From an optimization exercise on the open Yosys and OpenROAD flow, aimed at small area and a short achievable clock period; shortcuts taken in it are not production practice.
Only simulation tests tie the RTL to the original design; equivalence was not proved.
Power is estimated from default activity; no workload was simulated.

the previous run:
==> flow/design.v (excerpt) <==
module mc_rf_top #(
	parameter int NUM_CS = 8
) (
	input  logic clk,
	input  logic rst,
	input  logic bus_cyc_i,
	input  logic bus_stb_i,
	input  logic bus_we_i,
	input  logic [31:0] bus_addr_i,
	input  logic [mc_pkg::DATA_W-1:0] bus_data_i,
	input  logic mc_sts_i,
	input  logic cs_le_i,
	input  logic init_ack_i,
	input  logic lmr_ack_i,
	output logic ack_o,
	output logic [mc_pkg::DATA_W-1:0] rd_data_o,
	output logic wp_err_o,
	output logic [mc_pkg::MAX_CS-1:0] cs_o,
	output logic [mc_pkg::DATA_W-1:0] csc_sel_o,
	output logic [mc_pkg::DATA_W-1:0] tms_sel_o,
	output logic [mc_pkg::MAX_CS-1:0] cs_need_rfr_o,
	output logic [2:0] ref_int_o,
	output logic [7:0] rfr_ps_val_o,
	output logic mc_vpen_o,
	output logic fs_o,
	output logic init_req_o,
	output logic lmr_req_o,
	output logic [mc_pkg::MAX_CS-1:0] spec_req_cs_o
);
Size: about 2,300 cells after synthesis, roughly 710 flip-flops, roughly 210 I/O pins.
clock: 7.0 ns
lec_check: 0
cap_margin: 20
core_margin: 2
core_utilization: 60
cts_buf_list: sky130_fd_sc_hd__clkbuf_16
cts_cluster_diameter: 60
cts_cluster_size: 20
setup_slack_margin: 3.7
slew_margin: 20
standard.sh (not shown) runs the stock make flow with config.mk's settings and CLKGATE_MAP_FILE= SYNTH_SCRIPT=/design/flow/synth_recipe.tcl, a recipe that flattens the netlist after the stock synthesis.
==> flow/flow/run.sh <==
#!/bin/bash
# Standard ORFS layout (standard synthesis script), with resizing free to
# change cell footprints, plain buffers on the ports, and the slow
# single-size a222oi cell kept out of mapping and resizing.
set -euo pipefail
DU="$(cat flow/dont_use.txt)"
bash standard.sh MATCH_CELL_FOOTPRINT=0 "BUFFER_PORTS_ARGS=-buffer_cell sky130_fd_sc_hd__buf_2" "DONT_USE_CELLS=$DU" finish > standard.log 2>&1
==> flow/flow/dont_use.txt <==
sky130_fd_sc_hd__probe_p_8 sky130_fd_sc_hd__probec_p_8 sky130_fd_sc_hd__lpflow_bleeder_1 sky130_fd_sc_hd__lpflow_clkbufkapwr_1 sky130_fd_sc_hd__lpflow_clkbufkapwr_16 sky130_fd_sc_hd__lpflow_clkbufkapwr_2 sky130_fd_sc_hd__lpflow_clkbufkapwr_4 sky130_fd_sc_hd__lpflow_clkbufkapwr_8 sky130_fd_sc_hd__lpflow_clkinvkapwr_1 sky130_fd_sc_hd__lpflow_clkinvkapwr_16 sky130_fd_sc_hd__lpflow_clkinvkapwr_2 sky130_fd_sc_hd__lpflow_clkinvkapwr_4 sky130_fd_sc_hd__lpflow_clkinvkapwr_8 sky130_fd_sc_hd__lpflow_decapkapwr_12 sky130_fd_sc_hd__lpflow_decapkapwr_3 sky130_fd_sc_hd__lpflow_decapkapwr_4 sky130_fd_sc_hd__lpflow_decapkapwr_6 sky130_fd_sc_hd__lpflow_decapkapwr_8 sky130_fd_sc_hd__lpflow_inputiso0n_1 sky130_fd_sc_hd__lpflow_inputiso0p_1 sky130_fd_sc_hd__lpflow_inputiso1n_1 sky130_fd_sc_hd__lpflow_inputiso1p_1 sky130_fd_sc_hd__lpflow_inputisolatch_1 sky130_fd_sc_hd__lpflow_isobufsrc_1 sky130_fd_sc_hd__lpflow_isobufsrc_16 sky130_fd_sc_hd__lpflow_isobufsrc_2 sky130_fd_sc_hd__lpflow_isobufsrc_4 sky130_fd_sc_hd__lpflow_isobufsrc_8 sky130_fd_sc_hd__lpflow_isobufsrckapwr_16 sky130_fd_sc_hd__lpflow_lsbuf_lh_hl_isowell_tap_1 sky130_fd_sc_hd__lpflow_lsbuf_lh_hl_isowell_tap_2 sky130_fd_sc_hd__lpflow_lsbuf_lh_hl_isowell_tap_4 sky130_fd_sc_hd__lpflow_lsbuf_lh_isowell_4 sky130_fd_sc_hd__lpflow_lsbuf_lh_isowell_tap_1 sky130_fd_sc_hd__lpflow_lsbuf_lh_isowell_tap_2 sky130_fd_sc_hd__lpflow_lsbuf_lh_isowell_tap_4 sky130_fd_sc_hd__a222oi_1
The previous run was carried through to the last stage, and its layout satisfied the timing, design-rule and antenna checks.
#### Input delta (the current run over the previous run)
Settings: CTS_CLUSTER_SIZE changed from 20 to 14; CTS_BUF_LIST changed from sky130_fd_sc_hd__clkbuf_16 to sky130_fd_sc_hd__clkbuf_8.
[compare] base=the previous run new=the current run: combinational group share of total power moved up, largest incremental delay on the critical path moved down, number of cells produced by synthesis level, portion of total power attributed to the clock network moved down.
The current run against the previous run: normalized max-slew margin increased 1.2 points; final period utilization decreased 0.55 points; total power draw decreased 10%; final wirelength essentially unchanged; non-clock buffer count in the final layout decreased about 1.4%.
The current run vs. the previous run: final instance area went down by about 2.2%.

==> static timing again, ports no longer ideal <==
How much do the figures lean on ideal ports? The routed layouts below were timed once more, with nothing changed but the port constraints.
Step 1 (the two cells are an assumption about what drives the block):
set clk [get_ports {clk}]
set_driving_cell -lib_cell sky130_fd_sc_hd__clkbuf_16 $clk
set_driving_cell -lib_cell sky130_fd_sc_hd__buf_2 [delete_from_list [all_inputs] $clk]
Step 2 moves the port delays by t, midway between the first and last clock arrival at a register: inputs arrive t later, outputs are due t later. That takes back most of the time a late clock gives input paths.
a / b / c = ideal ports / drivers / drivers and shift; a / b = the first two.
| run | t (ns) | slack for setup (ns) | slew at the worst register clock pin (ns) |
|---|---|---|---|
| the previous run | 0.700 | 3.631 / 3.677 / 2.977 | 0.09 / 0.09 |
| the current run | 0.788 | 3.669 / 3.698 / 2.910 | 0.10 / 0.10 |
After both steps every run listed still meets setup and hold. The setup slack of the current run, which loses most, moves by +0.029 ns with the drivers and by -0.759 ns with both steps.
